Source: an optimization exercise on an open RTL-to-GDS flow (aim: small area and a short achievable clock period). Production flows keep margins and buffers that such runs may drop.
Function was not checked in any run shown here: the RTL went through the layout flow alone.
No activity file was given, so power comes from the tool's default toggle rates.

--- flow/design.v ---
`timescale 1ns/1ps
module fp16_pipe #(
    parameter int W  = 1,
    parameter bit EN = 1'b1
) (
    input  logic         clk,
    input  logic [W-1:0] d,
    output logic [W-1:0] q
);
    if (EN) begin : g_reg
        always_ff @(posedge clk) q <= d;
    end else begin : g_wire
        assign q = d;
    end
endmodule
module fp16_vpipe #(
    parameter bit EN = 1'b1
) (
    input  logic clk,
    input  logic rst,
    input  logic d,
    output logic q
);
    if (EN) begin : g_reg
        always_ff @(posedge clk)
            if (rst) q <= 1'b0;
            else     q <= d;
    end else begin : g_wire
        assign q = d & ~rst;
    end
endmodule
module fp16_unpack (
    input  logic [15:0] w_i,
    output logic [10:0] sig_o,
    output logic [4:0]  exp_o
);
    logic n;
    always_comb begin
        n     = w_i[14:10] != 5'd0;
        sig_o = {n, w_i[9:0]};
        exp_o = n ? w_i[14:10] : {4'd0, w_i[9:0] != 10'd0};
    end
endmodule
`timescale 1ns/1ps
module fp16_mul_a (
    input  logic [10:0] a_i,
    input  logic [10:0] b_i,
    output logic [57:0] cs_o
);
    logic pp0_0;
    assign pp0_0 = a_i[0] & b_i[0];
    logic pp0_1;
    assign pp0_1 = a_i[0] & b_i[1];
    logic pp0_2;
    assign pp0_2 = a_i[0] & b_i[2];
    logic pp0_3;
    assign pp0_3 = a_i[0] & b_i[3];
    logic pp0_4;
    assign pp0_4 = a_i[0] & b_i[4];
    logic pp0_5;
    assign pp0_5 = a_i[0] & b_i[5];
    logic pp0_6;
    assign pp0_6 = a_i[0] & b_i[6];
    logic pp0_7;
    assign pp0_7 = a_i[0] & b_i[7];
    logic pp0_8;
    assign pp0_8 = a_i[0] & b_i[8];
    logic pp0_9;
    assign pp0_9 = a_i[0] & b_i[9];
    logic pp0_10;
    assign pp0_10 = a_i[0] & b_i[10];
    logic pp1_0;
    assign pp1_0 = a_i[1] & b_i[0];
    logic pp1_1;
    assign pp1_1 = a_i[1] & b_i[1];
    logic pp1_2;
    assign pp1_2 = a_i[1] & b_i[2];
    logic pp1_3;
    assign pp1_3 = a_i[1] & b_i[3];
    logic pp1_4;
    assign pp1_4 = a_i[1] & b_i[4];
    logic pp1_5;
    assign pp1_5 = a_i[1] & b_i[5];
    logic pp1_6;
    assign pp1_6 = a_i[1] & b_i[6];
    logic pp1_7;
    assign pp1_7 = a_i[1] & b_i[7];
    logic pp1_8;
    assign pp1_8 = a_i[1] & b_i[8];
    logic pp1_9;
    assign pp1_9 = a_i[1] & b_i[9];
    logic pp1_10;
    assign pp1_10 = a_i[1] & b_i[10];
    logic pp2_0;
    assign pp2_0 = a_i[2] & b_i[0];
    logic pp2_1;
    assign pp2_1 = a_i[2] & b_i[1];
    logic pp2_2;
    assign pp2_2 = a_i[2] & b_i[2];
    logic pp2_3;
    assign pp2_3 = a_i[2] & b_i[3];
    logic pp2_4;
    assign pp2_4 = a_i[2] & b_i[4];
    logic pp2_5;
    assign pp2_5 = a_i[2] & b_i[5];
    logic pp2_6;
    assign pp2_6 = a_i[2] & b_i[6];
    logic pp2_7;
    assign pp2_7 = a_i[2] & b_i[7];
    logic pp2_8;
    assign pp2_8 = a_i[2] & b_i[8];
    logic pp2_9;
    assign pp2_9 = a_i[2] & b_i[9];
    logic pp2_10;
    assign pp2_10 = a_i[2] & b_i[10];
    logic pp3_0;
    assign pp3_0 = a_i[3] & b_i[0];
    logic pp3_1;
    assign pp3_1 = a_i[3] & b_i[1];
    logic pp3_2;
    assign pp3_2 = a_i[3] & b_i[2];
    logic pp3_3;
    assign pp3_3 = a_i[3] & b_i[3];
    logic pp3_4;
    assign pp3_4 = a_i[3] & b_i[4];
    logic pp3_5;
    assign pp3_5 = a_i[3] & b_i[5];
    logic pp3_6;
    assign pp3_6 = a_i[3] & b_i[6];
    logic pp3_7;
    assign pp3_7 = a_i[3] & b_i[7];
    logic pp3_8;
    assign pp3_8 = a_i[3] & b_i[8];
    logic pp3_9;
    assign pp3_9 = a_i[3] & b_i[9];
    logic pp3_10;
    assign pp3_10 = a_i[3] & b_i[10];
    logic pp4_0;
    assign pp4_0 = a_i[4] & b_i[0];
    logic pp4_1;
    assign pp4_1 = a_i[4] & b_i[1];
    logic pp4_2;
    assign pp4_2 = a_i[4] & b_i[2];
    logic pp4_3;
    assign pp4_3 = a_i[4] & b_i[3];
    logic pp4_4;
    assign pp4_4 = a_i[4] & b_i[4];
    logic pp4_5;
    assign pp4_5 = a_i[4] & b_i[5];
    logic pp4_6;
    assign pp4_6 = a_i[4] & b_i[6];
    logic pp4_7;
    assign pp4_7 = a_i[4] & b_i[7];
    logic pp4_8;
    assign pp4_8 = a_i[4] & b_i[8];
    logic pp4_9;
    assign pp4_9 = a_i[4] & b_i[9];
    logic pp4_10;
    assign pp4_10 = a_i[4] & b_i[10];
    logic pp5_0;
    assign pp5_0 = a_i[5] & b_i[0];
    logic pp5_1;
    assign pp5_1 = a_i[5] & b_i[1];
    logic pp5_2;
    assign pp5_2 = a_i[5] & b_i[2];
    logic pp5_3;
    assign pp5_3 = a_i[5] & b_i[3];
    logic pp5_4;
    assign pp5_4 = a_i[5] & b_i[4];
    logic pp5_5;
    assign pp5_5 = a_i[5] & b_i[5];
    logic pp5_6;
    assign pp5_6 = a_i[5] & b_i[6];
    logic pp5_7;
    assign pp5_7 = a_i[5] & b_i[7];
    logic pp5_8;
    assign pp5_8 = a_i[5] & b_i[8];
    logic pp5_9;
    assign pp5_9 = a_i[5] & b_i[9];
    logic pp5_10;
    assign pp5_10 = a_i[5] & b_i[10];
    logic pp6_0;
    assign pp6_0 = a_i[6] & b_i[0];
    logic pp6_1;
    assign pp6_1 = a_i[6] & b_i[1];
    logic pp6_2;
    assign pp6_2 = a_i[6] & b_i[2];
    logic pp6_3;
    assign pp6_3 = a_i[6] & b_i[3];
    logic pp6_4;
    assign pp6_4 = a_i[6] & b_i[4];
    logic pp6_5;
    assign pp6_5 = a_i[6] & b_i[5];
    logic pp6_6;
    assign pp6_6 = a_i[6] & b_i[6];
    logic pp6_7;
    assign pp6_7 = a_i[6] & b_i[7];
    logic pp6_8;
    assign pp6_8 = a_i[6] & b_i[8];
    logic pp6_9;
    assign pp6_9 = a_i[6] & b_i[9];
    logic pp6_10;
    assign pp6_10 = a_i[6] & b_i[10];
    logic pp7_0;
    assign pp7_0 = a_i[7] & b_i[0];
    logic pp7_1;
    assign pp7_1 = a_i[7] & b_i[1];
    logic pp7_2;
    assign pp7_2 = a_i[7] & b_i[2];
    logic pp7_3;
    assign pp7_3 = a_i[7] & b_i[3];
    logic pp7_4;
    assign pp7_4 = a_i[7] & b_i[4];
    logic pp7_5;
    assign pp7_5 = a_i[7] & b_i[5];
    logic pp7_6;
    assign pp7_6 = a_i[7] & b_i[6];
    logic pp7_7;
    assign pp7_7 = a_i[7] & b_i[7];
    logic pp7_8;
    assign pp7_8 = a_i[7] & b_i[8];
    logic pp7_9;
    assign pp7_9 = a_i[7] & b_i[9];
    logic pp7_10;
    assign pp7_10 = a_i[7] & b_i[10];
    logic pp8_0;
    assign pp8_0 = a_i[8] & b_i[0];
    logic pp8_1;
    assign pp8_1 = a_i[8] & b_i[1];
    logic pp8_2;
    assign pp8_2 = a_i[8] & b_i[2];
    logic pp8_3;
    assign pp8_3 = a_i[8] & b_i[3];
    logic pp8_4;
    assign pp8_4 = a_i[8] & b_i[4];
    logic pp8_5;
    assign pp8_5 = a_i[8] & b_i[5];
    logic pp8_6;
    assign pp8_6 = a_i[8] & b_i[6];
    logic pp8_7;
    assign pp8_7 = a_i[8] & b_i[7];
    logic pp8_8;
    assign pp8_8 = a_i[8] & b_i[8];
    logic pp8_9;
    assign pp8_9 = a_i[8] & b_i[9];
    logic pp8_10;
    assign pp8_10 = a_i[8] & b_i[10];
    logic pp9_0;
    assign pp9_0 = a_i[9] & b_i[0];
    logic pp9_1;
    assign pp9_1 = a_i[9] & b_i[1];
    logic pp9_2;
    assign pp9_2 = a_i[9] & b_i[2];
    logic pp9_3;
    assign pp9_3 = a_i[9] & b_i[3];
    logic pp9_4;
    assign pp9_4 = a_i[9] & b_i[4];
    logic pp9_5;
    assign pp9_5 = a_i[9] & b_i[5];
    logic pp9_6;
    assign pp9_6 = a_i[9] & b_i[6];
    logic pp9_7;
    assign pp9_7 = a_i[9] & b_i[7];
    logic pp9_8;
    assign pp9_8 = a_i[9] & b_i[8];
    logic pp9_9;
    assign pp9_9 = a_i[9] & b_i[9];
    logic pp9_10;
    assign pp9_10 = a_i[9] & b_i[10];
    logic pp10_0;
    assign pp10_0 = a_i[10] & b_i[0];
    logic pp10_1;
    assign pp10_1 = a_i[10] & b_i[1];
    logic pp10_2;
    assign pp10_2 = a_i[10] & b_i[2];
    logic pp10_3;
    assign pp10_3 = a_i[10] & b_i[3];
    logic pp10_4;
    assign pp10_4 = a_i[10] & b_i[4];
    logic pp10_5;
    assign pp10_5 = a_i[10] & b_i[5];
    logic pp10_6;
    assign pp10_6 = a_i[10] & b_i[6];
    logic pp10_7;
    assign pp10_7 = a_i[10] & b_i[7];
    logic pp10_8;
    assign pp10_8 = a_i[10] & b_i[8];
    logic pp10_9;
    assign pp10_9 = a_i[10] & b_i[9];
    logic pp10_10;
    assign pp10_10 = a_i[10] & b_i[10];
    logic w1;
    logic w2;
    logic w3;
    logic w4;
    logic w5;
    logic w6;
    logic w7;
    logic w8;
    logic w9;
    logic w10;
    logic w11;
    logic w12;
    assign w1 = pp0_9 ^ pp1_8;
    assign w2 = pp0_9 & pp1_8;
    assign w3 = pp1_9 ^ pp2_8 ^ pp3_7;
    assign w4 = (pp1_9 & pp2_8) | (pp1_9 & pp3_7) | (pp2_8 & pp3_7);
    assign w5 = pp4_6 ^ pp5_5;
    assign w6 = pp4_6 & pp5_5;
    assign w7 = pp2_9 ^ pp3_8 ^ pp4_7;
    assign w8 = (pp2_9 & pp3_8) | (pp2_9 & pp4_7) | (pp3_8 & pp4_7);
    assign w9 = pp5_6 ^ pp6_5;
    assign w10 = pp5_6 & pp6_5;
    assign w11 = pp3_9 ^ pp4_8 ^ pp5_7;
    assign w12 = (pp3_9 & pp4_8) | (pp3_9 & pp5_7) | (pp4_8 & pp5_7);
    logic w13;
    logic w14;
    logic w15;
    logic w16;
    logic w17;
    logic w18;
    logic w19;
    logic w20;
    logic w21;
    logic w22;
    logic w23;
    logic w24;
    logic w25;
    logic w26;
    logic w27;
    logic w28;
    logic w29;
    logic w30;
    logic w31;
    logic w32;
    logic w33;
    logic w34;
    logic w35;
    logic w36;
    logic w37;
    logic w38;
    logic w39;
    logic w40;
    logic w41;
    logic w42;
    logic w43;
    logic w44;
    logic w45;
    logic w46;
    logic w47;
    logic w48;
    logic w49;
    logic w50;
    logic w51;
    logic w52;
    logic w53;
    logic w54;
    logic w55;
    logic w56;
    logic w57;
    logic w58;
    logic w59;
    logic w60;
    assign w13 = pp0_6 ^ pp1_5;
    assign w14 = pp0_6 & pp1_5;
    assign w15 = pp0_7 ^ pp1_6 ^ pp2_5;
    assign w16 = (pp0_7 & pp1_6) | (pp0_7 & pp2_5) | (pp1_6 & pp2_5);
    assign w17 = pp3_4 ^ pp4_3;
    assign w18 = pp3_4 & pp4_3;
    assign w19 = pp0_8 ^ pp1_7 ^ pp2_6;
    assign w20 = (pp0_8 & pp1_7) | (pp0_8 & pp2_6) | (pp1_7 & pp2_6);
    assign w21 = pp3_5 ^ pp4_4 ^ pp5_3;
    assign w22 = (pp3_5 & pp4_4) | (pp3_5 & pp5_3) | (pp4_4 & pp5_3);
    assign w23 = pp6_2 ^ pp7_1;
    assign w24 = pp6_2 & pp7_1;
    assign w25 = pp2_7 ^ pp3_6 ^ pp4_5;
    assign w26 = (pp2_7 & pp3_6) | (pp2_7 & pp4_5) | (pp3_6 & pp4_5);
    assign w27 = pp5_4 ^ pp6_3 ^ pp7_2;
    assign w28 = (pp5_4 & pp6_3) | (pp5_4 & pp7_2) | (pp6_3 & pp7_2);
    assign w29 = pp8_1 ^ pp9_0 ^ w1;
    assign w30 = (pp8_1 & pp9_0) | (pp8_1 & w1) | (pp9_0 & w1);
    assign w31 = pp6_4 ^ pp7_3 ^ pp8_2;
    assign w32 = (pp6_4 & pp7_3) | (pp6_4 & pp8_2) | (pp7_3 & pp8_2);
    assign w33 = pp9_1 ^ pp0_10 ^ pp10_0;
    assign w34 = (pp9_1 & pp0_10) | (pp9_1 & pp10_0) | (pp0_10 & pp10_0);
    assign w35 = w3 ^ w5 ^ w2;
    assign w36 = (w3 & w5) | (w3 & w2) | (w5 & w2);
    assign w37 = pp7_4 ^ pp8_3 ^ pp9_2;
    assign w38 = (pp7_4 & pp8_3) | (pp7_4 & pp9_2) | (pp8_3 & pp9_2);
    assign w39 = pp1_10 ^ pp10_1 ^ w7;
    assign w40 = (pp1_10 & pp10_1) | (pp1_10 & w7) | (pp10_1 & w7);
    assign w41 = w9 ^ w4 ^ w6;
    assign w42 = (w9 & w4) | (w9 & w6) | (w4 & w6);
    assign w43 = pp6_6 ^ pp7_5 ^ pp8_4;
    assign w44 = (pp6_6 & pp7_5) | (pp6_6 & pp8_4) | (pp7_5 & pp8_4);
    assign w45 = pp9_3 ^ pp2_10 ^ pp10_2;
    assign w46 = (pp9_3 & pp2_10) | (pp9_3 & pp10_2) | (pp2_10 & pp10_2);
    assign w47 = w11 ^ w8 ^ w10;
    assign w48 = (w11 & w8) | (w11 & w10) | (w8 & w10);
    assign w49 = pp4_9 ^ pp5_8 ^ pp6_7;
    assign w50 = (pp4_9 & pp5_8) | (pp4_9 & pp6_7) | (pp5_8 & pp6_7);
    assign w51 = pp7_6 ^ pp8_5 ^ pp9_4;
    assign w52 = (pp7_6 & pp8_5) | (pp7_6 & pp9_4) | (pp8_5 & pp9_4);
    assign w53 = pp3_10 ^ pp10_3 ^ w12;
    assign w54 = (pp3_10 & pp10_3) | (pp3_10 & w12) | (pp10_3 & w12);
    assign w55 = pp5_9 ^ pp6_8 ^ pp7_7;
    assign w56 = (pp5_9 & pp6_8) | (pp5_9 & pp7_7) | (pp6_8 & pp7_7);
    assign w57 = pp8_6 ^ pp9_5 ^ pp4_10;
    assign w58 = (pp8_6 & pp9_5) | (pp8_6 & pp4_10) | (pp9_5 & pp4_10);
    assign w59 = pp6_9 ^ pp7_8 ^ pp8_7;
    assign w60 = (pp6_9 & pp7_8) | (pp6_9 & pp8_7) | (pp7_8 & pp8_7);
    logic w61;
    logic w62;
    logic w63;
    logic w64;
    logic w65;
    logic w66;
    logic w67;
    logic w68;
    logic w69;
    logic w70;
    logic w71;
    logic w72;
    logic w73;
    logic w74;
    logic w75;
    logic w76;
    logic w77;
    logic w78;
    logic w79;
    logic w80;
    logic w81;
    logic w82;
    logic w83;
    logic w84;
    logic w85;
    logic w86;
    logic w87;
    logic w88;
    logic w89;
    logic w90;
    logic w91;
    logic w92;
    logic w93;
    logic w94;
    logic w95;
    logic w96;
    logic w97;
    logic w98;
    logic w99;
    logic w100;
    logic w101;
    logic w102;
    logic w103;
    logic w104;
    logic w105;
    logic w106;
    logic w107;
    logic w108;
    logic w109;
    logic w110;
    logic w111;
    logic w112;
    assign w61 = pp0_4 ^ pp1_3;
    assign w62 = pp0_4 & pp1_3;
    assign w63 = pp0_5 ^ pp1_4 ^ pp2_3;
    assign w64 = (pp0_5 & pp1_4) | (pp0_5 & pp2_3) | (pp1_4 & pp2_3);
    assign w65 = pp3_2 ^ pp4_1;
    assign w66 = pp3_2 & pp4_1;
    assign w67 = pp2_4 ^ pp3_3 ^ pp4_2;
    assign w68 = (pp2_4 & pp3_3) | (pp2_4 & pp4_2) | (pp3_3 & pp4_2);
    assign w69 = pp5_1 ^ pp6_0 ^ w13;
    assign w70 = (pp5_1 & pp6_0) | (pp5_1 & w13) | (pp6_0 & w13);
    assign w71 = pp5_2 ^ pp6_1 ^ pp7_0;
    assign w72 = (pp5_2 & pp6_1) | (pp5_2 & pp7_0) | (pp6_1 & pp7_0);
    assign w73 = w15 ^ w17 ^ w14;
    assign w74 = (w15 & w17) | (w15 & w14) | (w17 & w14);
    assign w75 = pp8_0 ^ w19 ^ w21;
    assign w76 = (pp8_0 & w19) | (pp8_0 & w21) | (w19 & w21);
    assign w77 = w23 ^ w16 ^ w18;
    assign w78 = (w23 & w16) | (w23 & w18) | (w16 & w18);
    assign w79 = w25 ^ w27 ^ w29;
    assign w80 = (w25 & w27) | (w25 & w29) | (w27 & w29);
    assign w81 = w20 ^ w22 ^ w24;
    assign w82 = (w20 & w22) | (w20 & w24) | (w22 & w24);
    assign w83 = w31 ^ w33 ^ w35;
    assign w84 = (w31 & w33) | (w31 & w35) | (w33 & w35);
    assign w85 = w26 ^ w28 ^ w30;
    assign w86 = (w26 & w28) | (w26 & w30) | (w28 & w30);
    assign w87 = w37 ^ w39 ^ w41;
    assign w88 = (w37 & w39) | (w37 & w41) | (w39 & w41);
    assign w89 = w32 ^ w34 ^ w36;
    assign w90 = (w32 & w34) | (w32 & w36) | (w34 & w36);
    assign w91 = w43 ^ w45 ^ w47;
    assign w92 = (w43 & w45) | (w43 & w47) | (w45 & w47);
    assign w93 = w38 ^ w40 ^ w42;
    assign w94 = (w38 & w40) | (w38 & w42) | (w40 & w42);
    assign w95 = w49 ^ w51 ^ w53;
    assign w96 = (w49 & w51) | (w49 & w53) | (w51 & w53);
    assign w97 = w44 ^ w46 ^ w48;
    assign w98 = (w44 & w46) | (w44 & w48) | (w46 & w48);
    assign w99 = pp10_4 ^ w55 ^ w57;
    assign w100 = (pp10_4 & w55) | (pp10_4 & w57) | (w55 & w57);
    assign w101 = w50 ^ w52 ^ w54;
    assign w102 = (w50 & w52) | (w50 & w54) | (w52 & w54);
    assign w103 = pp9_6 ^ pp5_10 ^ pp10_5;
    assign w104 = (pp9_6 & pp5_10) | (pp9_6 & pp10_5) | (pp5_10 & pp10_5);
    assign w105 = w59 ^ w56 ^ w58;
    assign w106 = (w59 & w56) | (w59 & w58) | (w56 & w58);
    assign w107 = pp7_9 ^ pp8_8 ^ pp9_7;
    assign w108 = (pp7_9 & pp8_8) | (pp7_9 & pp9_7) | (pp8_8 & pp9_7);
    assign w109 = pp6_10 ^ pp10_6 ^ w60;
    assign w110 = (pp6_10 & pp10_6) | (pp6_10 & w60) | (pp10_6 & w60);
    assign w111 = pp8_9 ^ pp9_8 ^ pp7_10;
    assign w112 = (pp8_9 & pp9_8) | (pp8_9 & pp7_10) | (pp9_8 & pp7_10);
    logic w113;
    logic w114;
    logic w115;
    logic w116;
    logic w117;
    logic w118;
    logic w119;
    logic w120;
    logic w121;
    logic w122;
    logic w123;
    logic w124;
    logic w125;
    logic w126;
    logic w127;
    logic w128;
    logic w129;
    logic w130;
    logic w131;
    logic w132;
    logic w133;
    logic w134;
    logic w135;
    logic w136;
    logic w137;
    logic w138;
    logic w139;
    logic w140;
    logic w141;
    logic w142;
    logic w143;
    logic w144;
    assign w113 = pp0_3 ^ pp1_2;
    assign w114 = pp0_3 & pp1_2;
    assign w115 = pp2_2 ^ pp3_1 ^ pp4_0;
    assign w116 = (pp2_2 & pp3_1) | (pp2_2 & pp4_0) | (pp3_1 & pp4_0);
    assign w117 = pp5_0 ^ w63 ^ w65;
    assign w118 = (pp5_0 & w63) | (pp5_0 & w65) | (w63 & w65);
    assign w119 = w67 ^ w69 ^ w64;
    assign w120 = (w67 & w69) | (w67 & w64) | (w69 & w64);
    assign w121 = w71 ^ w73 ^ w68;
    assign w122 = (w71 & w73) | (w71 & w68) | (w73 & w68);
    assign w123 = w75 ^ w77 ^ w72;
    assign w124 = (w75 & w77) | (w75 & w72) | (w77 & w72);
    assign w125 = w79 ^ w81 ^ w76;
    assign w126 = (w79 & w81) | (w79 & w76) | (w81 & w76);
    assign w127 = w83 ^ w85 ^ w80;
    assign w128 = (w83 & w85) | (w83 & w80) | (w85 & w80);
    assign w129 = w87 ^ w89 ^ w84;
    assign w130 = (w87 & w89) | (w87 & w84) | (w89 & w84);
    assign w131 = w91 ^ w93 ^ w88;
    assign w132 = (w91 & w93) | (w91 & w88) | (w93 & w88);
    assign w133 = w95 ^ w97 ^ w92;
    assign w134 = (w95 & w97) | (w95 & w92) | (w97 & w92);
    assign w135 = w99 ^ w101 ^ w96;
    assign w136 = (w99 & w101) | (w99 & w96) | (w101 & w96);
    assign w137 = w103 ^ w105 ^ w100;
    assign w138 = (w103 & w105) | (w103 & w100) | (w105 & w100);
    assign w139 = w107 ^ w109 ^ w104;
    assign w140 = (w107 & w109) | (w107 & w104) | (w109 & w104);
    assign w141 = pp10_7 ^ w111 ^ w108;
    assign w142 = (pp10_7 & w111) | (pp10_7 & w108) | (w111 & w108);
    assign w143 = pp9_9 ^ pp8_10 ^ pp10_8;
    assign w144 = (pp9_9 & pp8_10) | (pp9_9 & pp10_8) | (pp8_10 & pp10_8);
    assign cs_o = {pp10_10, w144, pp10_9, pp9_10, w143, w142, w112, w141, w140, w110, w139, w138, w106, w137, w136, w102, w135, w134, w98, w133, w132, w94, w131, w130, w90, w129, w128, w86, w127, w126, w82, w125, w124, w78, w123, w122, w74, w121, w120, w70, w119, w118, w66, w117, w116, w62, w115, w114, w61, w113, pp3_0, pp2_1, pp2_0, pp1_1, pp0_2, pp1_0, pp0_1, pp0_0};
endmodule
module fp16_mul_b (
    input  logic [57:0] cs_i,
    output logic [21:0] row0_o,
    output logic [21:0] row1_o
);
    logic pp0_0;
    assign pp0_0 = cs_i[0];
    logic pp0_1;
    assign pp0_1 = cs_i[1];
    logic pp1_0;
    assign pp1_0 = cs_i[2];
    logic pp0_2;
    assign pp0_2 = cs_i[3];
    logic pp1_1;
    assign pp1_1 = cs_i[4];
    logic pp2_0;
    assign pp2_0 = cs_i[5];
    logic pp2_1;
    assign pp2_1 = cs_i[6];
    logic pp3_0;
    assign pp3_0 = cs_i[7];
    logic w113;
    assign w113 = cs_i[8];
    logic w61;
    assign w61 = cs_i[9];
    logic w114;
    assign w114 = cs_i[10];
    logic w115;
    assign w115 = cs_i[11];
    logic w62;
    assign w62 = cs_i[12];
    logic w116;
    assign w116 = cs_i[13];
    logic w117;
    assign w117 = cs_i[14];
    logic w66;
    assign w66 = cs_i[15];
    logic w118;
    assign w118 = cs_i[16];
    logic w119;
    assign w119 = cs_i[17];
    logic w70;
    assign w70 = cs_i[18];
    logic w120;
    assign w120 = cs_i[19];
    logic w121;
    assign w121 = cs_i[20];
    logic w74;
    assign w74 = cs_i[21];
    logic w122;
    assign w122 = cs_i[22];
    logic w123;
    assign w123 = cs_i[23];
    logic w78;
    assign w78 = cs_i[24];
    logic w124;
    assign w124 = cs_i[25];
    logic w125;
    assign w125 = cs_i[26];
    logic w82;
    assign w82 = cs_i[27];
    logic w126;
    assign w126 = cs_i[28];
    logic w127;
    assign w127 = cs_i[29];
    logic w86;
    assign w86 = cs_i[30];
    logic w128;
    assign w128 = cs_i[31];
    logic w129;
    assign w129 = cs_i[32];
    logic w90;
    assign w90 = cs_i[33];
    logic w130;
    assign w130 = cs_i[34];
    logic w131;
    assign w131 = cs_i[35];
    logic w94;
    assign w94 = cs_i[36];
    logic w132;
    assign w132 = cs_i[37];
    logic w133;
    assign w133 = cs_i[38];
    logic w98;
    assign w98 = cs_i[39];
    logic w134;
    assign w134 = cs_i[40];
    logic w135;
    assign w135 = cs_i[41];
    logic w102;
    assign w102 = cs_i[42];
    logic w136;
    assign w136 = cs_i[43];
    logic w137;
    assign w137 = cs_i[44];
    logic w106;
    assign w106 = cs_i[45];
    logic w138;
    assign w138 = cs_i[46];
    logic w139;
    assign w139 = cs_i[47];
    logic w110;
    assign w110 = cs_i[48];
    logic w140;
    assign w140 = cs_i[49];
    logic w141;
    assign w141 = cs_i[50];
    logic w112;
    assign w112 = cs_i[51];
    logic w142;
    assign w142 = cs_i[52];
    logic w143;
    assign w143 = cs_i[53];
    logic pp9_10;
    assign pp9_10 = cs_i[54];
    logic pp10_9;
    assign pp10_9 = cs_i[55];
    logic w144;
    assign w144 = cs_i[56];
    logic pp10_10;
    assign pp10_10 = cs_i[57];
    logic w145;
    logic w146;
    logic w147;
    logic w148;
    logic w149;
    logic w150;
    logic w151;
    logic w152;
    logic w153;
    logic w154;
    logic w155;
    logic w156;
    logic w157;
    logic w158;
    logic w159;
    logic w160;
    logic w161;
    logic w162;
    logic w163;
    logic w164;
    logic w165;
    logic w166;
    logic w167;
    logic w168;
    logic w169;
    logic w170;
    logic w171;
    logic w172;
    logic w173;
    logic w174;
    logic w175;
    logic w176;
    logic w177;
    logic w178;
    logic w179;
    logic w180;
    assign w145 = pp0_2 ^ pp1_1;
    assign w146 = pp0_2 & pp1_1;
    assign w147 = pp2_1 ^ pp3_0 ^ w113;
    assign w148 = (pp2_1 & pp3_0) | (pp2_1 & w113) | (pp3_0 & w113);
    assign w149 = w61 ^ w115 ^ w114;
    assign w150 = (w61 & w115) | (w61 & w114) | (w115 & w114);
    assign w151 = w62 ^ w117 ^ w116;
    assign w152 = (w62 & w117) | (w62 & w116) | (w117 & w116);
    assign w153 = w66 ^ w119 ^ w118;
    assign w154 = (w66 & w119) | (w66 & w118) | (w119 & w118);
    assign w155 = w70 ^ w121 ^ w120;
    assign w156 = (w70 & w121) | (w70 & w120) | (w121 & w120);
    assign w157 = w74 ^ w123 ^ w122;
    assign w158 = (w74 & w123) | (w74 & w122) | (w123 & w122);
    assign w159 = w78 ^ w125 ^ w124;
    assign w160 = (w78 & w125) | (w78 & w124) | (w125 & w124);
    assign w161 = w82 ^ w127 ^ w126;
    assign w162 = (w82 & w127) | (w82 & w126) | (w127 & w126);
    assign w163 = w86 ^ w129 ^ w128;
    assign w164 = (w86 & w129) | (w86 & w128) | (w129 & w128);
    assign w165 = w90 ^ w131 ^ w130;
    assign w166 = (w90 & w131) | (w90 & w130) | (w131 & w130);
    assign w167 = w94 ^ w133 ^ w132;
    assign w168 = (w94 & w133) | (w94 & w132) | (w133 & w132);
    assign w169 = w98 ^ w135 ^ w134;
    assign w170 = (w98 & w135) | (w98 & w134) | (w135 & w134);
    assign w171 = w102 ^ w137 ^ w136;
    assign w172 = (w102 & w137) | (w102 & w136) | (w137 & w136);
    assign w173 = w106 ^ w139 ^ w138;
    assign w174 = (w106 & w139) | (w106 & w138) | (w139 & w138);
    assign w175 = w110 ^ w141 ^ w140;
    assign w176 = (w110 & w141) | (w110 & w140) | (w141 & w140);
    assign w177 = w112 ^ w143 ^ w142;
    assign w178 = (w112 & w143) | (w112 & w142) | (w143 & w142);
    assign w179 = pp9_10 ^ pp10_9 ^ w144;
    assign w180 = (pp9_10 & pp10_9) | (pp9_10 & w144) | (pp10_9 & w144);
    assign row0_o = {1'b0, pp10_10, w179, w177, w175, w173, w171, w169, w167, w165, w163, w161, w159, w157, w155, w153, w151, w149, w147, pp2_0, pp0_1, pp0_0};
    assign row1_o = {1'b0, w180, w178, w176, w174, w172, w170, w168, w166, w164, w162, w160, w158, w156, w154, w152, w150, w148, w146, w145, pp1_0, 1'b0};
endmodule
module fp16_mul_cpa (
    input  logic [21:0] row0_i,
    input  logic [21:0] row1_i,
    output logic [21:0] prod_o
);
    assign prod_o = row0_i + row1_i;
endmodule
`timescale 1ns/1ps
module fp16_expo1 (
    input  logic [4:0]  k_exp_i,
    input  logic [4:0]  x_exp_i,
    output logic [5:0]  es_o         
);
    assign es_o = {1'b0, k_exp_i} + {1'b0, x_exp_i};
endmodule
module fp16_expo2 (
    input  logic [15:0] b_i,
    input  logic [5:0] es_i,
    input  logic       p_sign_i,
    output logic [10:0] b_sig_o,
    output logic       p_wins_o,
    output logic [4:0] shift_o,      
    output logic       drop_o,       
    output logic       edge_o,       
    output logic [5:0] exp_o,        
    output logic       sign_o,
    output logic       sub_o
);
    logic [5:0] t, pe;
    logic [6:0] d, nd;      
    logic       b_n, b_sign_i;
    logic [4:0] b_exp_i;
    always_comb begin
        b_n      = b_i[14:10] != 5'd0;
        b_exp_i  = b_n ? b_i[14:10] : 5'd1;
        b_sig_o  = {b_n, b_i[9:0]};
        b_sign_i = b_i[15];
        t        = {1'b0, b_i[14:10]} + 6'd15;
        d        = b_n ? {1'b0, es_i} - {1'b0, t} : {1'b0, es_i} - 7'd16;
        nd       = b_n ? {1'b0, t} - {1'b0, es_i} : 7'd16 - {1'b0, es_i};
        pe       = es_i - 6'd15;           
        p_wins_o = nd[6];
        if (p_wins_o) begin
            shift_o = d[4:0];
            drop_o  = d[5:0] > 6'd21;
            edge_o  = d[5:0] == 6'd21;    
            exp_o   = pe;
            sign_o  = p_sign_i;
        end else begin
            shift_o = nd[4:0];
            drop_o  = nd[5:0] > 6'd22;
            edge_o  = nd[5:0] == 6'd22;   
            exp_o   = {1'b0, b_exp_i};
            sign_o  = b_sign_i;
        end
        sub_o = p_sign_i ^ b_sign_i;
    end
endmodule
module fp16_align (
    input  logic [21:0] prod_i,
    input  logic [10:0] b_sig_i,
    input  logic        p_wins_i,
    input  logic [4:0]  shift_i,
    input  logic        drop_i,
    input  logic        edge_i,
    input  logic        sub_i,
    output logic [21:0] hi_o,
    output logic [32:0] lo_o
);
    logic        p_top, drop;
    logic [21:0] p, bb, lo_in;
    logic [32:0] lo;
    always_comb begin
        p_top = prod_i[21];
        p     = {prod_i[21:1], prod_i[0] & ~p_top};
        bb    = {1'b0, b_sig_i, 10'd0};
        drop  = drop_i | (edge_i & (p_top ~^ p_wins_i));
        hi_o  = p_wins_i ? p : bb;
        lo_in = p_wins_i ? bb : p;
        lo    = drop ? 33'd0 : {lo_in, 11'd0} >> shift_i;
        lo_o  = sub_i ? ~lo : lo;
    end
endmodule
module fp16_cadd #(
    parameter int W = 34
) (
    input  logic [W-1:0] a_i,
    input  logic [W-1:0] b_i,
    output logic [W:0]   s0_o,      
    output logic [W:0]   s1_o       
);
    localparam int L = $clog2(W);
    logic [W-1:0] g [L+1];
    logic [W-1:0] p [L+1];
    logic [W-1:0] hp;
    assign g[0]  = a_i & b_i;
    assign p[0]  = a_i | b_i;
    assign hp    = a_i ^ b_i;
    for (genvar l = 0; l < L; l++) begin : g_lvl
        for (genvar i = 0; i < W; i++) begin : g_bit
            if ((i >> l) & 1) begin : g_op
                localparam int J = ((i >> l) << l) - 1;
                assign g[l+1][i] = g[l][i] | (p[l][i] & g[l][J]);
                assign p[l+1][i] = p[l][i] & p[l][J];
            end else begin : g_pass
                assign g[l+1][i] = g[l][i];
                assign p[l+1][i] = p[l][i];
            end
        end
    end
    logic [W:0] c0, c1;
    assign c0 = {g[L], 1'b0};
    assign c1 = {g[L] | p[L], 1'b1};
    assign s0_o = {c0[W], hp ^ c0[W-1:0]};
    assign s1_o = {c1[W], hp ^ c1[W-1:0]};
endmodule
module fp16_add (
    input  logic [21:0] hi_i,
    input  logic [32:0] lo_i,
    input  logic        sub_i,
    output logic [33:0] mag_o,
    output logic        neg_o
);
    logic [34:0] t0, t1;
    fp16_cadd #(34) cadd_i (
        .a_i({1'b0, hi_i, 11'd0}), .b_i({sub_i, lo_i}), .s0_o(t0), .s1_o(t1)
    );
    always_comb begin
        neg_o = sub_i & ~t0[34];
        if (!sub_i)
            mag_o = t0[33:0];
        else if (t0[34])
            mag_o = t1[33:0];
        else
            mag_o = ~t0[33:0];
    end
endmodule
`timescale 1ns/1ps
module fp16_lzc (
    input  logic [33:0] v_i,
    output logic [5:0]  n_o
);
    logic [63:0] z [7];
    logic [5:0]  c [7][64];
    always_comb begin
        for (int i = 0; i < 64; i++) begin
            z[0][i] = (i < 34) ? ~v_i[33 - i] : 1'b1;
            c[0][i] = '0;
        end
        for (int l = 1; l <= 6; l++) begin
            for (int i = 0; i < 64; i++) begin
                z[l][i] = 1'b0;
                c[l][i] = '0;
            end
            for (int i = 0; i < (64 >> l); i++) begin
                z[l][i] = z[l-1][2*i] & z[l-1][2*i+1];
                if (z[l-1][2*i])
                    c[l][i] = c[l-1][2*i+1] | 6'(1 << (l - 1));
                else
                    c[l][i] = c[l-1][2*i];
            end
        end
        n_o = c[6][0];
    end
endmodule
module fp16_mark (
    input  logic [5:0] exp_i,
    output logic [3:0] hi_o,
    output logic [7:0] lo_o
);
    logic [5:0] j;
    always_comb begin
        j    = 6'd32 - exp_i;
        hi_o = (exp_i <= 6'd32) ? 4'(4'd1 << j[4:3]) : 4'd0;
        lo_o = 8'(8'd1 << j[2:0]);
    end
endmodule
module fp16_normalize (
    input  logic [33:0] mag_i,
    input  logic [3:0]  mark_hi_i,
    input  logic [7:0]  mark_lo_i,
    output logic [14:0] top_o,      
    output logic [5:0]  shift_o     
);
    logic [33:0] m, n;
    fp16_lzc lzc_i (.v_i(m), .n_o(shift_o));
    always_comb begin
        for (int i = 0; i < 34; i++)
            m[i] = mag_i[i] | (i < 32 && mark_hi_i[i / 8] && mark_lo_i[i % 8]);
        n     = mag_i << {shift_o[5:2], 2'b00};
        top_o = n[33:19];
    end
endmodule
module fp16_fine (
    input  logic [14:0] top_i,
    input  logic [1:0]  shift_i,
    output logic [10:0] sig_o,
    output logic        rnd_o
);
    logic [14:0] n;
    always_comb begin
        n     = top_i << shift_i;
        sig_o = n[14:4];
        rnd_o = n[3];
    end
endmodule
module fp16_round (
    input  logic        sign_i,
    input  logic [10:0] sig_i,
    input  logic        rnd_i,
    input  logic [5:0]  e2_i,
    input  logic [5:0]  shift_i,
    output logic [15:0] result_o
);
    logic        inc;
    logic [5:0]  e0, e1, e;
    logic [9:0]  frac;
    logic        sat, zero;
    always_comb begin
        inc  = rnd_i & (&sig_i[9:0]);           
        e0   = e2_i - shift_i;
        e1   = e2_i - shift_i + 6'd1;
        e    = sig_i[10] ? (inc ? e1 : e0) : {5'd0, inc};
        frac = sig_i[9:0] + 10'(rnd_i);
        sat  = e > 6'd30;
        zero = ~sig_i[10] & (sig_i[9:0] == 10'd0) & ~rnd_i;
        if (sat)
            result_o = {sign_i, 15'h7BFF};
        else if (zero)
            result_o = 16'd0;
        else
            result_o = {sign_i, e[4:0], frac};
    end
endmodule
`timescale 1ns/1ps
module fp16_mac (
    input  logic                        clk,
    input  logic                        rst,
    input  logic                        in_valid_i,
    input  logic [2-1:0]           tag_i,
    input  logic [16-1:0]          k_i,
    input  logic [16-1:0]          x_i,
    input  logic [16-1:0]          b_i,
    output logic                        out_valid_o,
    output logic [2-1:0]           tag_o,
    output logic [16-1:0]          result_o
);
    localparam int CSW = 58;       
    logic [10:0] u_k_sig, u_x_sig;
    logic [4:0]  u_k_exp, u_x_exp;
    logic [CSW-1:0] m_cs, c1_cs;
    logic [15:0] c1_b;
    logic [5:0]  e_es, c1_es;
    logic        c1_p_sign;
    logic [1:0]  c1_tag;
    logic        c1_valid;
    fp16_unpack unpack_k (.w_i(k_i), .sig_o(u_k_sig), .exp_o(u_k_exp));
    fp16_unpack unpack_x (.w_i(x_i), .sig_o(u_x_sig), .exp_o(u_x_exp));
    fp16_mul_a mul_a_i (.a_i(u_k_sig), .b_i(u_x_sig), .cs_o(m_cs));
    fp16_expo1 expo1_i (.k_exp_i(u_k_exp), .x_exp_i(u_x_exp), .es_o(e_es));
    fp16_vpipe #(1'b1) c1_v (.clk, .rst, .d(in_valid_i), .q(c1_valid));
    fp16_pipe #(CSW + 25, 1'b1) c1 (.clk,
        .d({m_cs, b_i, e_es, k_i[15] ^ x_i[15], tag_i}),
        .q({c1_cs, c1_b, c1_es, c1_p_sign, c1_tag}));
    logic [21:0] m_row0, m_row1, m_prod, c2_prod;
    logic        x_p_wins, x_drop, x_edge, x_sign, x_sub;
    logic [4:0]  x_shift;
    logic [5:0]  x_exp;
    logic [10:0] x_b_sig, c2_b_sig;
    logic        c2_p_wins, c2_drop, c2_edge, c2_sign, c2_sub;
    logic [4:0]  c2_shift;
    logic [5:0]  c2_exp;
    logic [1:0]  c2_tag;
    logic        c2_valid;
    fp16_mul_b mul_b_i (.cs_i(c1_cs), .row0_o(m_row0), .row1_o(m_row1));
    fp16_mul_cpa mul_cpa_i (.row0_i(m_row0), .row1_i(m_row1), .prod_o(m_prod));
    fp16_expo2 expo2_i (
        .b_i(c1_b), .es_i(c1_es), .p_sign_i(c1_p_sign), .b_sig_o(x_b_sig),
        .p_wins_o(x_p_wins), .shift_o(x_shift), .drop_o(x_drop), .edge_o(x_edge),
        .exp_o(x_exp), .sign_o(x_sign), .sub_o(x_sub)
    );
    fp16_vpipe #(1'b1) c2_v (.clk, .rst, .d(c1_valid), .q(c2_valid));
    fp16_pipe #(51, 1'b1) c2 (.clk,
        .d({m_prod, x_b_sig, x_p_wins, x_shift, x_drop, x_edge, x_exp, x_sign, x_sub, c1_tag}),
        .q({c2_prod, c2_b_sig, c2_p_wins, c2_shift, c2_drop, c2_edge, c2_exp, c2_sign, c2_sub, c2_tag}));
    logic [21:0] a_hi, c3_hi;
    logic [32:0] a_lo, c3_lo;
    logic [5:0]  c3_exp;
    logic        c3_sign, c3_sub;
    logic [1:0]  c3_tag;
    logic        c3_valid;
    fp16_align align_i (
        .prod_i(c2_prod), .b_sig_i(c2_b_sig), .p_wins_i(c2_p_wins), .shift_i(c2_shift),
        .drop_i(c2_drop), .edge_i(c2_edge), .sub_i(c2_sub), .hi_o(a_hi), .lo_o(a_lo)
    );
    fp16_vpipe #(1'b1) c3_v (.clk, .rst, .d(c2_valid), .q(c3_valid));
    fp16_pipe #(65, 1'b1) c3 (.clk,
        .d({a_hi, a_lo, c2_exp, c2_sign, c2_sub, c2_tag}),
        .q({c3_hi, c3_lo, c3_exp, c3_sign, c3_sub, c3_tag}));
    logic [33:0] d_mag, c4_mag;
    logic        d_neg;
    logic [5:0]  c4_e2;
    logic [3:0]  k_mark_hi, c4_mark_hi;
    logic [7:0]  k_mark_lo, c4_mark_lo;
    logic        c4_sign;
    logic [1:0]  c4_tag;
    logic        c4_valid;
    fp16_add add_i (.hi_i(c3_hi), .lo_i(c3_lo), .sub_i(c3_sub), .mag_o(d_mag), .neg_o(d_neg));
    fp16_vpipe #(1'b1) c4_v (.clk, .rst, .d(c3_valid), .q(c4_valid));
    fp16_mark mark_i (.exp_i(c3_exp), .hi_o(k_mark_hi), .lo_o(k_mark_lo));
    fp16_pipe #(55, 1'b1) c4 (.clk,
        .d({d_mag, c3_exp + 6'd2, k_mark_hi, k_mark_lo, c3_sign ^ d_neg, c3_tag}),
        .q({c4_mag, c4_e2, c4_mark_hi, c4_mark_lo, c4_sign, c4_tag}));
    logic [14:0] n_top, c5_top;
    logic        c5_sign;
    logic [5:0]  n_shift, c5_shift, c5_e2;
    logic [1:0]  c5_tag;
    logic        c5_valid;
    fp16_normalize normalize_i (.mag_i(c4_mag), .mark_hi_i(c4_mark_hi), .mark_lo_i(c4_mark_lo), .top_o(n_top), .shift_o(n_shift));
    fp16_vpipe #(1'b1) c5_v (.clk, .rst, .d(c4_valid), .q(c5_valid));
    fp16_pipe #(30, 1'b1) c5 (.clk,
        .d({n_top, n_shift, c4_e2, c4_sign, c4_tag}),
        .q({c5_top, c5_shift, c5_e2, c5_sign, c5_tag}));
    logic [15:0] r_result;
    logic [10:0] f_sig;
    logic        f_rnd;
    fp16_fine fine_i (.top_i(c5_top), .shift_i(c5_shift[1:0]), .sig_o(f_sig), .rnd_o(f_rnd));
    fp16_round round_i (.sign_i(c5_sign), .sig_i(f_sig), .rnd_i(f_rnd), .e2_i(c5_e2), .shift_i(c5_shift), .result_o(r_result));
    always_ff @(posedge clk) begin
        if (rst) begin
            out_valid_o <= 1'b0;
            tag_o       <= '0;
            result_o    <= '0;
        end else begin
            out_valid_o <= c5_valid;
            if (c5_valid) begin
                tag_o    <= c5_tag;
                result_o <= r_result;
            end
        end
    end
endmodule
--- flow/run.sh ---
#!/bin/bash
# synth_recipe.tcl (not shown) runs the flow's synth.tcl, then flattens the netlist and writes it again
# the make line also repeats each setting of config.mk as NAME=value (left out here)
make -C /OpenROAD-flow-scripts/flow DESIGN_CONFIG=/design/flow/config.mk WORK_HOME=/design/flow/orfs CLKGATE_MAP_FILE= SYNTH_SCRIPT=/design/flow/synth_recipe.tcl finish
--- flow/config.mk ---
export PLATFORM = sky130hd
export DESIGN_NAME = fp16_mac
export DESIGN_NICKNAME = fp16_mac
export VERILOG_FILES = /design/flow/design.v
export SDC_FILE = /design/flow/constraint.sdc
export NUM_CORES = 4
export LEC_CHECK = 0
export CAP_MARGIN = 20
export CORE_MARGIN = 2
export CORE_UTILIZATION = 40
export CTS_CLUSTER_DIAMETER = 80
export CTS_CLUSTER_SIZE = 40
export SETUP_SLACK_MARGIN = 2.8
export SLEW_MARGIN = 20
--- flow/constraint.sdc ---
create_clock -name core_clock -period 6.0 [get_ports {clk}]
set_input_delay 1.2000 -clock core_clock [delete_from_list [all_inputs] [get_ports {clk}]]
set_output_delay 1.2000 -clock core_clock [all_outputs]
set_load 0.01 [all_outputs]
==> impl_results.html, run 1 <==
<table>
<tr><th>Metric</th><th>Value</th></tr>
<tr><th colspan="2">Min path</th></tr>
<tr><td>Instance count along the most critical hold path</td><td>0</td></tr>
<tr><td>Worst hold endpoint</td><td>c3.q[9]$_DFF_P_</td></tr>
<tr><td>Hold crit path type</td><td>register to register</td></tr>
<tr><td>Min-delay src</td><td>c2.q[9]$_SDFF_PN0_</td></tr>
<tr><th colspan="2">Logic synthesis</th></tr>
<tr><td>Syn_nets</td><td>2114</td></tr>
<tr><td>Count of state elements after synthesis</td><td>308</td></tr>
<tr><td>Fraction of synthesized cell area taken by the top area cell type</td><td>34.97%</td></tr>
<tr><td>EDFF count, synth</td><td>0</td></tr>
<tr><td>Netlist Area Pre-Place</td><td>17630 sq um</td></tr>
<tr><td>Ys Warns</td><td>23</td></tr>
<tr><td>Ranking of synthesized cells by area</td><td>sky130_fd_sc_hd__dfxtp_1 35%, sky130_fd_sc_hd__fa_1 10%, sky130_fd_sc_hd__ha_1 7.6%, sky130_fd_sc_hd__xnor2_1 3.6%, sky130_fd_sc_hd__inv_1 3.5%</td></tr>
<tr><td>Synth Instances</td><td>1866</td></tr>
<tr><td>Distinct cells, synth</td><td>79</td></tr>
<tr><td>Async S/R FF share, synth</td><td>0%</td></tr>
<tr><td>Synth area leader</td><td>sky130_fd_sc_hd__dfxtp_1</td></tr>
<tr><td>Sequential fraction of the synthesis area</td><td>34.97%</td></tr>
<tr><td>Post-synth top flop</td><td>sky130_fd_sc_hd__dfxtp_1</td></tr>
<tr><td>Mean instance size in the synthesized netlist</td><td>9.450 sq um</td></tr>
<tr><th colspan="2">Setup path</th></tr>
<tr><td>Crit Path Category</td><td>input pin to register</td></tr>
<tr><td>Critical path peak fanout</td><td>12</td></tr>
<tr><td>Setup crit start kind</td><td>input pin</td></tr>
<tr><td>Critical path's largest stage delay</td><td>550 ps</td></tr>
<tr><td>Worst-case reg-to-reg path depth</td><td>13</td></tr>
<tr><td>Cell Chain, Critical Path</td><td>clkdlybuf4s15_2 &gt; and2_4 &gt; fa_1 &gt; fa_1 &gt; fa_1 &gt; fa_2</td></tr>
<tr><td>Most numerous cell on the critical path</td><td>sky130_fd_sc_hd__fa_1</td></tr>
<tr><td>Endpoint of the worst-slack reg-to-reg timing path</td><td>c4.q[53]$_DFF_P_</td></tr>
<tr><td>Data required time of the critical path</td><td>6430 ps</td></tr>
<tr><td>Worst R2R Setup Slack</td><td>2850 ps</td></tr>
<tr><td>CP max stage cell</td><td>sky130_fd_sc_hd__fa_1</td></tr>
<tr><td>Worst reg2reg startpoint</td><td>c3.q[43]$_SDFF_PN0_</td></tr>
<tr><td>Arrival time at the worst endpoint</td><td>3600 ps</td></tr>
<tr><td>Critical Path End Type</td><td>register</td></tr>
<tr><th colspan="2">Floorplan</th></tr>
<tr><td>Io pins</td><td>72</td></tr>
<tr><td>Die footprint</td><td>45780 sq um</td></tr>
<tr><td>Die H</td><td>214.0 um</td></tr>
<tr><td>Placeable core region</td><td>43270 sq um</td></tr>
<tr><td>Initial Utilization</td><td>40.76%</td></tr>
<tr><td>Std cell rows</td><td>76</td></tr>
<tr><td>Die outline width</td><td>214.0 um</td></tr>
<tr><th colspan="2">Power</th></tr>
<tr><td>Final Total Pwr</td><td>10.41 mW</td></tr>
<tr><td>Power per cell area</td><td>518.6 nW/um^2</td></tr>
<tr><td>Worst ir drop on vdd</td><td>0.2964 mV</td></tr>
<tr><td>Leak pwr</td><td>8.517 nW</td></tr>
<tr><th colspan="2">Timing</th></tr>
<tr><td>Pins Over Slew Limit</td><td>0</td></tr>
<tr><td>Endpoints failing hold</td><td>0</td></tr>
<tr><td>Slew headroom</td><td>38.52%</td></tr>
<tr><td>Clock Skew</td><td>42.94 ps</td></tr>
<tr><td>Shortest clock period the worst path allows after layout</td><td>3170 ps</td></tr>
<tr><td>Transition time at the pin with the least slew margin</td><td>922.2 ps</td></tr>
<tr><td>Final setup vio count</td><td>0</td></tr>
<tr><td>Achievable frequency</td><td>315.4 MHz</td></tr>
<tr><td>RSZ-0062 raised after global routing</td><td>true</td></tr>
<tr><td>Sum of negative setup slack</td><td>0 ps</td></tr>
<tr><td>Final period util</td><td>52.84%</td></tr>
<tr><th colspan="2">Routing</th></tr>
<tr><td>Drt first pass iters</td><td>5</td></tr>
<tr><td>DRC errors left</td><td>0</td></tr>
<tr><td>Routed vias</td><td>12880</td></tr>
<tr><td>Vias per Instance</td><td>5.140</td></tr>
<tr><td>Routed WL per cell</td><td>16.75 um</td></tr>
<tr><td>Remaining antenna violation count after routing</td><td>0</td></tr>
<tr><td>Final routed wirelength across all metal layers</td><td>41970 um</td></tr>
<tr><td>Violation count after the first detailed-route iteration</td><td>737</td></tr>
<tr><th colspan="2">Placement</th></tr>
<tr><td>Final weighted congestion in routability-driven placement</td><td>0.9196</td></tr>
<tr><td>I/O Buffers</td><td>71</td></tr>
<tr><td>Dpl hpwl</td><td>32610 um</td></tr>
<tr><th colspan="2">Final layout</th></tr>
<tr><td>Commonest non-fill, non-tap cells in the layout</td><td>301 x sky130_fd_sc_hd__dfxtp_1, 155 x sky130_fd_sc_hd__inv_1, 141 x sky130_fd_sc_hd__nand2_1</td></tr>
<tr><td>Sequential cell area</td><td>6185 sq um</td></tr>
<tr><td>Area taken by multi-input logic gates</td><td>10820 sq um</td></tr>
<tr><td>Antenna diode instance count</td><td>0</td></tr>
<tr><td>Layout cells sized above 1</td><td>11.15%</td></tr>
<tr><td>Leading cell type in the layout, fill and taps excluded</td><td>sky130_fd_sc_hd__dfxtp_1</td></tr>
<tr><td>Number of nets in the layout</td><td>2154</td></tr>
<tr><td>Area growth from synthesis to layout</td><td>13.86%</td></tr>
<tr><td>Filler cell count</td><td>4136</td></tr>
<tr><td>Utilization after layout</td><td>46.41%</td></tr>
<tr><th colspan="2">Job</th></tr>
<tr><td># Max-Cap Violations</td><td>0</td></tr>
<tr><th colspan="2">Clock network</th></tr>
<tr><td>CTS Buffer Depth</td><td>3</td></tr>
<tr><td>Number of buffers created by CTS</td><td>20</td></tr>
<tr><td>Number of hold buffers added after cts</td><td>0</td></tr>
<tr><td>Clock-pin transition on the worst setup and hold timing paths</td><td>120 ps</td></tr>
<tr><td>Buffer type at the clock tree root</td><td>sky130_fd_sc_hd__clkbuf_16</td></tr>
<tr><td>H-tree lvl count</td><td>1</td></tr>
<tr><td>Clock latency on the worst-skew pair</td><td>550 ps</td></tr>
<tr><td>Number of clock sinks</td><td>308</td></tr>
<tr><td>TritonCTS clock tree</td><td>built</td></tr>
<tr><th colspan="2">Global routing</th></tr>
<tr><td>Number of antenna violations at the first check in global routing</td><td>0</td></tr>
<tr><td>Via count of the first global-routing pass</td><td>13130</td></tr>
<tr><td>Global-route wire length before repair</td><td>67660 um</td></tr>
<tr><td>Leftover overflow at the end of global routing</td><td>0</td></tr>
<tr><td>Maximum number of pins on one net before global-route repair</td><td>41</td></tr>
<tr><td>GRT Util Overall</td><td>17.99%</td></tr>
<tr><th colspan="2">Status</th></tr>
<tr><td>Outcome</td><td>complete, no violations</td></tr>
</table>
per-stage QoR:
| stage | std cells | hold slack [ps] | worst slack (ps) | cell area [sq um] |
|---|---|---|---|---|
| final | 2505 | 297.9 | 2830 | 20080 |
| after global routing | 2505 | 288.8 | 2756 | 20080 |
| after floorplan | 1866 | 309.6 | 2436 | 17770 |
| after global placement | 2448 | 310.4 | 1762 | 18860 |
| after CTS | 2493 | 301.7 | 2793 | 19780 |
| after detailed placement | 2449 | 312.1 | 1719 | 18870 |
worst max path at each step:
stage | startpoint | to | slack, ps | cells past startpoint
6_report | k_i[1] | c1.q[54]$_DFF_P_ | 2830 | 6
5_1_grt | c3.q[43]$_SDFF_PN0_ | c4.q[53]$_DFF_P_ | 2760 | 13
4_1_cts | c1.q[19]$_DFF_P_ | c2.q[10]$_DFF_P_ | 2790 | 16
3_5_place_dp | k_i[3] | c1.q[57]$_DFF_P_ | 1720 | 8
3_3_place_gp | k_i[3] | c1.q[57]$_DFF_P_ | 1760 | 8
2_1_floorplan | x_i[8] | c1.q[57]$_DFF_P_ | 2440 | 8
final cells by class:
type	count	area share, %
Clock buffer	21	2.617
Sequential cell	308	30.80
Inverter	167	3.147
Timing Repair Buffer	101	4.406
Multi-Input combinational cell	1307	53.91
Tap cell	585	3.645
Timing Repair inverter	1	0.02493
Clock inverter	15	1.452
power by group:
part / internal, mW / total, mW / switching (mW)
clock: 0.772 / 1.63 / 0.862
sequential: 2.75 / 3.45 / 0.702
combinational: 2.37 / 5.33 / 2.95
cell families (layout without fill, tap and decap cells):
group,Yosys count,count (layout),share of synthesized area [%]
and+or+nand+nor,550,550,15.62
buffers and inverters,251,305,5.492
AOI/OAI and AO/OA,345,345,12.95
DFF,308,308,34.97
xor gates and xnor gates,120,120,5.960
muxes,96,96,7.372
adders and majority gates,196,196,17.64
sequential cells by signal, summed over array words and instances, names as in the netlist:
name and cells:
result_o 16, c4_v.q 1, tag_o 2, c3_v.q 1, c2.q 51, c2_v.q 1, c1.q 83, c1_v.q 1
out_valid_o 1, c4.q 55, c3.q 65, c5_v.q 1, c5.q 30
worst max-delay path, delay by kind of cell:
family / cells / cell delay [ps]
adders and majority gates: 4 / 1910
and+or+nand+nor: 1 / 190
buffers and inverters: 1 / 290
cells in the mapped netlist (19+ instances only):
cell type and n:
sky130_fd_sc_hd__nor2_1 127, sky130_fd_sc_hd__mux2_2 21, sky130_fd_sc_hd__o22ai_1 19, sky130_fd_sc_hd__nor3_1 29, sky130_fd_sc_hd__xor2_1 47, sky130_fd_sc_hd__inv_1 163
sky130_fd_sc_hd__fa_1 88, sky130_fd_sc_hd__ha_1 107, sky130_fd_sc_hd__and2_1 91, sky130_fd_sc_hd__clkbuf_1 63, sky130_fd_sc_hd__mux2i_1 53, sky130_fd_sc_hd__o21ai_0 83
sky130_fd_sc_hd__nand3_1 38, sky130_fd_sc_hd__dfxtp_1 308, sky130_fd_sc_hd__xnor2_1 73, sky130_fd_sc_hd__nor2b_1 29, sky130_fd_sc_hd__nand2_1 148, sky130_fd_sc_hd__a21oi_1 88
timing repair:
item | in CTS | in global routing
endpoints found under the setup margin | 98 | 69
setup buffers | 7 | 12
pin swaps | 3 | 22
gates cloned | 1 | 0
resized for setup | 80 | 70
per-layer routing:
layer	wire (um)	track usage, %
met2	20700	32.33
met5	0	0
met1	18270	22.16
met4	1494	6.970
met3	1501	1.789
==> run 2: changes to the inputs <==
--- a/flow/config.mk
+++ b/flow/config.mk
@@ -8,7 +8,7 @@
 export CAP_MARGIN = 20
 export CORE_MARGIN = 2
 export CORE_UTILIZATION = 40
-export CTS_CLUSTER_DIAMETER = 80
+export CTS_CLUSTER_DIAMETER = 70
 export CTS_CLUSTER_SIZE = 40
 export SETUP_SLACK_MARGIN = 2.8
 export SLEW_MARGIN = 20
==> run 2 against run 1 <==
Compared with the run above: still clean; non-clock buffer count shrank 1; sequential share of layout area is essentially flat; clock skew shrank 26 ps; flip-flop and latch count is the same; global-route usage grew 0.12 points; clock power grew 7%; count of clock-buffer cells in the layout grew 7; power grew 0.79%; largest cell class unchanged.
==> impl_results.html, run 2 <==
<table>
<tr><th>Metric</th><th>Value</th></tr>
<tr><th colspan="2">Status</th></tr>
<tr><td>Outcome</td><td>complete, no violations</td></tr>
<tr><th colspan="2">Global routing</th></tr>
<tr><td>Global-route wire length before repair</td><td>68090 um</td></tr>
<tr><td>Maximum number of pins on one net before global-route repair</td><td>41</td></tr>
<tr><td>Leftover overflow at the end of global routing</td><td>0</td></tr>
<tr><td>Via count of the first global-routing pass</td><td>13200</td></tr>
<tr><td>Number of antenna violations at the first check in global routing</td><td>0</td></tr>
<tr><td>GRT Util Overall</td><td>18.12%</td></tr>
<tr><th colspan="2">Placement</th></tr>
<tr><td>Dpl hpwl</td><td>32610 um</td></tr>
<tr><td>Final weighted congestion in routability-driven placement</td><td>0.9196</td></tr>
<tr><td>I/O Buffers</td><td>71</td></tr>
<tr><th colspan="2">Logic synthesis</th></tr>
<tr><td>Fraction of synthesized cell area taken by the top area cell type</td><td>34.97%</td></tr>
<tr><td>Leading post-synthesis cells by instance count</td><td>308 x sky130_fd_sc_hd__dfxtp_1, 163 x sky130_fd_sc_hd__inv_1, 148 x sky130_fd_sc_hd__nand2_1, 127 x sky130_fd_sc_hd__nor2_1, 107 x sky130_fd_sc_hd__ha_1</td></tr>
<tr><td>Mean instance size in the synthesized netlist</td><td>9.450 sq um</td></tr>
<tr><td>Distinct cells, synth</td><td>79</td></tr>
<tr><td>EDFF count, synth</td><td>0</td></tr>
<tr><td>Netlist Area Pre-Place</td><td>17630 sq um</td></tr>
<tr><td>Async S/R FF share, synth</td><td>0%</td></tr>
<tr><td>Most repeated cell in the gate-level netlist after synthesis</td><td>sky130_fd_sc_hd__dfxtp_1</td></tr>
<tr><td>Synth Instances</td><td>1866</td></tr>
<tr><td>Sequential fraction of the synthesis area</td><td>34.97%</td></tr>
<tr><td>Syn_nets</td><td>2114</td></tr>
<tr><td>Ranking of synthesized cells by area</td><td>sky130_fd_sc_hd__dfxtp_1 35%, sky130_fd_sc_hd__fa_1 10%, sky130_fd_sc_hd__ha_1 7.6%, sky130_fd_sc_hd__xnor2_1 3.6%, sky130_fd_sc_hd__inv_1 3.5%</td></tr>
<tr><td>Ys Warns</td><td>23</td></tr>
<tr><td>Synth area leader</td><td>sky130_fd_sc_hd__dfxtp_1</td></tr>
<tr><td>Count of state elements after synthesis</td><td>308</td></tr>
<tr><td>Post-synth top flop</td><td>sky130_fd_sc_hd__dfxtp_1</td></tr>
<tr><th colspan="2">Routing</th></tr>
<tr><td>Final routed wirelength across all metal layers</td><td>42100 um</td></tr>
<tr><td>Routed vias</td><td>12920</td></tr>
<tr><td>Drt first pass iters</td><td>5</td></tr>
<tr><td>Vias per Instance</td><td>5.143</td></tr>
<tr><td>DRC errors left</td><td>0</td></tr>
<tr><td>Remaining antenna violation count after routing</td><td>0</td></tr>
<tr><td>Routed WL per cell</td><td>16.75 um</td></tr>
<tr><td>Violation count after the first detailed-route iteration</td><td>763</td></tr>
<tr><th colspan="2">Power</th></tr>
<tr><td>Worst ir drop on vdd</td><td>0.2568 mV</td></tr>
<tr><td>Leak pwr</td><td>8.559 nW</td></tr>
<tr><td>Combinational fraction of design power</td><td>50.5%</td></tr>
<tr><td>Switch share</td><td>42.89%</td></tr>
<tr><td>Part of the power in registers</td><td>32.9%</td></tr>
<tr><td>Internal power</td><td>5.993 mW</td></tr>
<tr><td>Power per cell area</td><td>522.7 nW/um^2</td></tr>
<tr><td>Net Sw Power</td><td>4.501 mW</td></tr>
<tr><td>Portion of total power attributed to the clock network</td><td>16.6%</td></tr>
<tr><th colspan="2">Clock network</th></tr>
<tr><td>Clock-pin transition on the worst setup and hold timing paths</td><td>90 ps</td></tr>
<tr><td>Buffer type at the clock tree root</td><td>sky130_fd_sc_hd__clkbuf_16</td></tr>
<tr><td>Number of clock sinks</td><td>308</td></tr>
<tr><td>CTS Buffer Depth</td><td>3</td></tr>
<tr><td>Number of hold buffers added after cts</td><td>0</td></tr>
<tr><td>H-tree lvl count</td><td>1</td></tr>
<tr><td>Number of buffers created by CTS</td><td>25</td></tr>
<tr><td>Clock latency on the worst-skew pair</td><td>560 ps</td></tr>
<tr><td>TritonCTS clock tree</td><td>built</td></tr>
<tr><th colspan="2">Min path</th></tr>
<tr><td>Min-delay src</td><td>c2.q[9]$_SDFF_PN0_</td></tr>
<tr><td>Hold crit path type</td><td>register to register</td></tr>
<tr><th colspan="2">Final layout</th></tr>
<tr><td>Largest reg by FF count</td><td>c1.q</td></tr>
<tr><td>Area taken by multi-input logic gates</td><td>10770 sq um</td></tr>
<tr><td>Number of nets in the layout</td><td>2158</td></tr>
<tr><td>Commonest non-fill, non-tap cells in the layout</td><td>303 x sky130_fd_sc_hd__dfxtp_1, 157 x sky130_fd_sc_hd__inv_1, 142 x sky130_fd_sc_hd__nand2_1</td></tr>
<tr><td>Filler cell count</td><td>4138</td></tr>
<tr><td>Flip-flop count of the largest register, all copies and words added</td><td>83</td></tr>
<tr><td>Antenna diode instance count</td><td>0</td></tr>
<tr><td>Area growth from synthesis to layout</td><td>13.86%</td></tr>
<tr><td>Utilization after layout</td><td>46.41%</td></tr>
<tr><td>Sequential cell area</td><td>6177 sq um</td></tr>
<tr><td>Layout cells sized above 1</td><td>10.89%</td></tr>
<tr><td>Leading cell type in the layout, fill and taps excluded</td><td>sky130_fd_sc_hd__dfxtp_1</td></tr>
<tr><td>Biggest registers after layout</td><td>c1.q (83), c3.q (65), c4.q (55)</td></tr>
<tr><th colspan="2">Timing</th></tr>
<tr><td>Final period util</td><td>52.85%</td></tr>
<tr><td>Transition time at the pin with the least slew margin</td><td>925.0 ps</td></tr>
<tr><td>RSZ-0062 raised after global routing</td><td>true</td></tr>
<tr><td>Endpoints failing hold</td><td>0</td></tr>
<tr><td>Achievable frequency</td><td>315.4 MHz</td></tr>
<tr><td>Pins Over Slew Limit</td><td>0</td></tr>
<tr><td>Shortest clock period the worst path allows after layout</td><td>3171 ps</td></tr>
<tr><td>Clock Skew</td><td>16.80 ps</td></tr>
<tr><td>Sum of negative setup slack</td><td>0 ps</td></tr>
<tr><td>Final setup vio count</td><td>0</td></tr>
<tr><td>Slew headroom</td><td>38.33%</td></tr>
<tr><th colspan="2">Floorplan</th></tr>
<tr><td>Die footprint</td><td>45780 sq um</td></tr>
<tr><td>Die H</td><td>214.0 um</td></tr>
<tr><td>Std cell rows</td><td>76</td></tr>
<tr><td>Initial Utilization</td><td>40.76%</td></tr>
<tr><td>Placeable core region</td><td>43270 sq um</td></tr>
<tr><td>Die outline width</td><td>214.0 um</td></tr>
<tr><td>Io pins</td><td>72</td></tr>
<tr><th colspan="2">Setup path</th></tr>
<tr><td>Arrival time at the worst endpoint</td><td>3610 ps</td></tr>
<tr><td>Most numerous cell on the critical path</td><td>sky130_fd_sc_hd__fa_1</td></tr>
<tr><td>Critical path peak fanout</td><td>6</td></tr>
<tr><td>CP max stage cell</td><td>sky130_fd_sc_hd__fa_1</td></tr>
<tr><td>Setup crit start</td><td>x_i[14]</td></tr>
<tr><td>Crit Path Category</td><td>input pin to register</td></tr>
<tr><td>Worst reg2reg startpoint</td><td>c3.q[43]$_SDFF_PN0_</td></tr>
<tr><td>Critical path's largest stage delay</td><td>550 ps</td></tr>
<tr><td>Critical Path End Type</td><td>register</td></tr>
<tr><td>Cell Chain, Critical Path</td><td>clkdlybuf4s50_1 &gt; nor2_4 &gt; nand2_4 &gt; buf_4 &gt; nand2_1 &gt; fa_1 &gt; inv_1 &gt; fa_1 &gt; fa_1</td></tr>
<tr><td>Worst R2R Setup Slack</td><td>2910 ps</td></tr>
<tr><td>Data required time of the critical path</td><td>6430 ps</td></tr>
<tr><td>Setup crit start kind</td><td>input pin</td></tr>
<tr><th colspan="2">Job</th></tr>
<tr><td># Max-Cap Violations</td><td>0</td></tr>
</table>
run 2: stage by stage:
stage,instance area [sq um],power [mW],cells,setup slack (ps),hold slack (ps)
after CTS,19860,10.39,2501,2807,318.2
final,20080,10.49,2513,2829,312.9
after floorplan,17770,7.213,1866,2436,309.6
after detailed placement,18870,8.544,2449,1719,312.1
after global placement,18860,8.466,2448,1762,310.4
after global routing,20080,11.34,2513,2752,314.3
run 2: cells by family (layout without fill, tap and decap cells):
group / count (synthesis) / count (layout) / share of synthesized area, %
compound gates: 345 / 345 / 12.95
xor+xnor: 120 / 120 / 5.960
fa+ha+maj: 196 / 196 / 17.64
buf+inv: 251 / 312 / 5.492
flops: 308 / 308 / 34.97
mux: 96 / 96 / 7.372
simple gates: 550 / 551 / 15.62
run 2: worst paths after layout:
check                      to  cells past startpoint
max          c1.q[57]$_DFF_P_                      9
min           c3.q[9]$_DFF_P_                      0
max reg2reg  c4.q[53]$_DFF_P_                     12
min reg2reg   c3.q[9]$_DFF_P_                      0
run 2: per-layer routing:
layer / GRT usage [%] / up-vias / part of all wire (%)
li1: - / 6430 / -
met1: 22.12 / 6115 / 43
met4: 7.529 / 0 / 3.9
met2: 32.41 / 276 / 49
met3: 1.945 / 103 / 3.6
met5: 0 / - / 0
run 2: worst max-delay path: cells and delay by family:
kind                       cells  cell delay [ps]
adders and majority gates      3             1460
and+or+nand+nor                3              240
buffers and inverters          3              700
run 2: power by group through the flow:
stage                     Sequential, mW  Combinational, mW  Clock, mW
after floorplan                     3.12               4.09          0
after global placement              3.47               4.99          0
after detailed placement            3.48               5.06          0
after CTS                           3.44               5.15       1.80
after global routing                3.54               5.92       1.88
final                               3.45               5.30       1.74
run 2: area by class of cell:
type                       count  share of cell area (%)
clock buffer                  28                   3.172
clock inverter                17                   1.246
inverter                     167                   3.147
multi-input combinational   1308                   53.64
sequential                   308                   30.77
tap                          585                   3.646
timing repair buffer         100                   4.381
run 2: timing repair:
| item | in CTS | in global routing |
|---|---|---|
| cloned | 0 | 1 |
| endpoints found under the setup margin | 96 | 65 |
| setup buffers | 7 | 11 |
| resized for setup | 77 | 56 |
| pin swaps | 3 | 14 |

-- separate check: timing with driven ports --
The flow's constraints put no driver on any port. The routed layouts listed below were extracted and timed again, unchanged, in two steps.
Step 1 assumes that a clkbuf_16 drives the clock port and a buf_2 every other input.
Step 2, shift: input delay + t, output delay - t, t = (earliest + latest rising clock arrival at the registers) / 2. This alone moves slack from input paths to output paths.
a / b / c = ideal ports / drivers / drivers and shift; a / b = the first two.
run	t, ns	setup WS [ns]	hold slack, ns	pins driven straight from the clock port
run 1	0.585	2.830 / 2.845 / 2.272	0.298 / 0.298 / 0.298	1
run 2	0.605	2.829 / 2.859 / 2.254	0.313 / 0.313 / 0.313	1
After both steps every run listed still meets setup and hold. The setup slack of run 2, which loses most, moves by +0.030 ns with the drivers and by -0.575 ns with both steps.
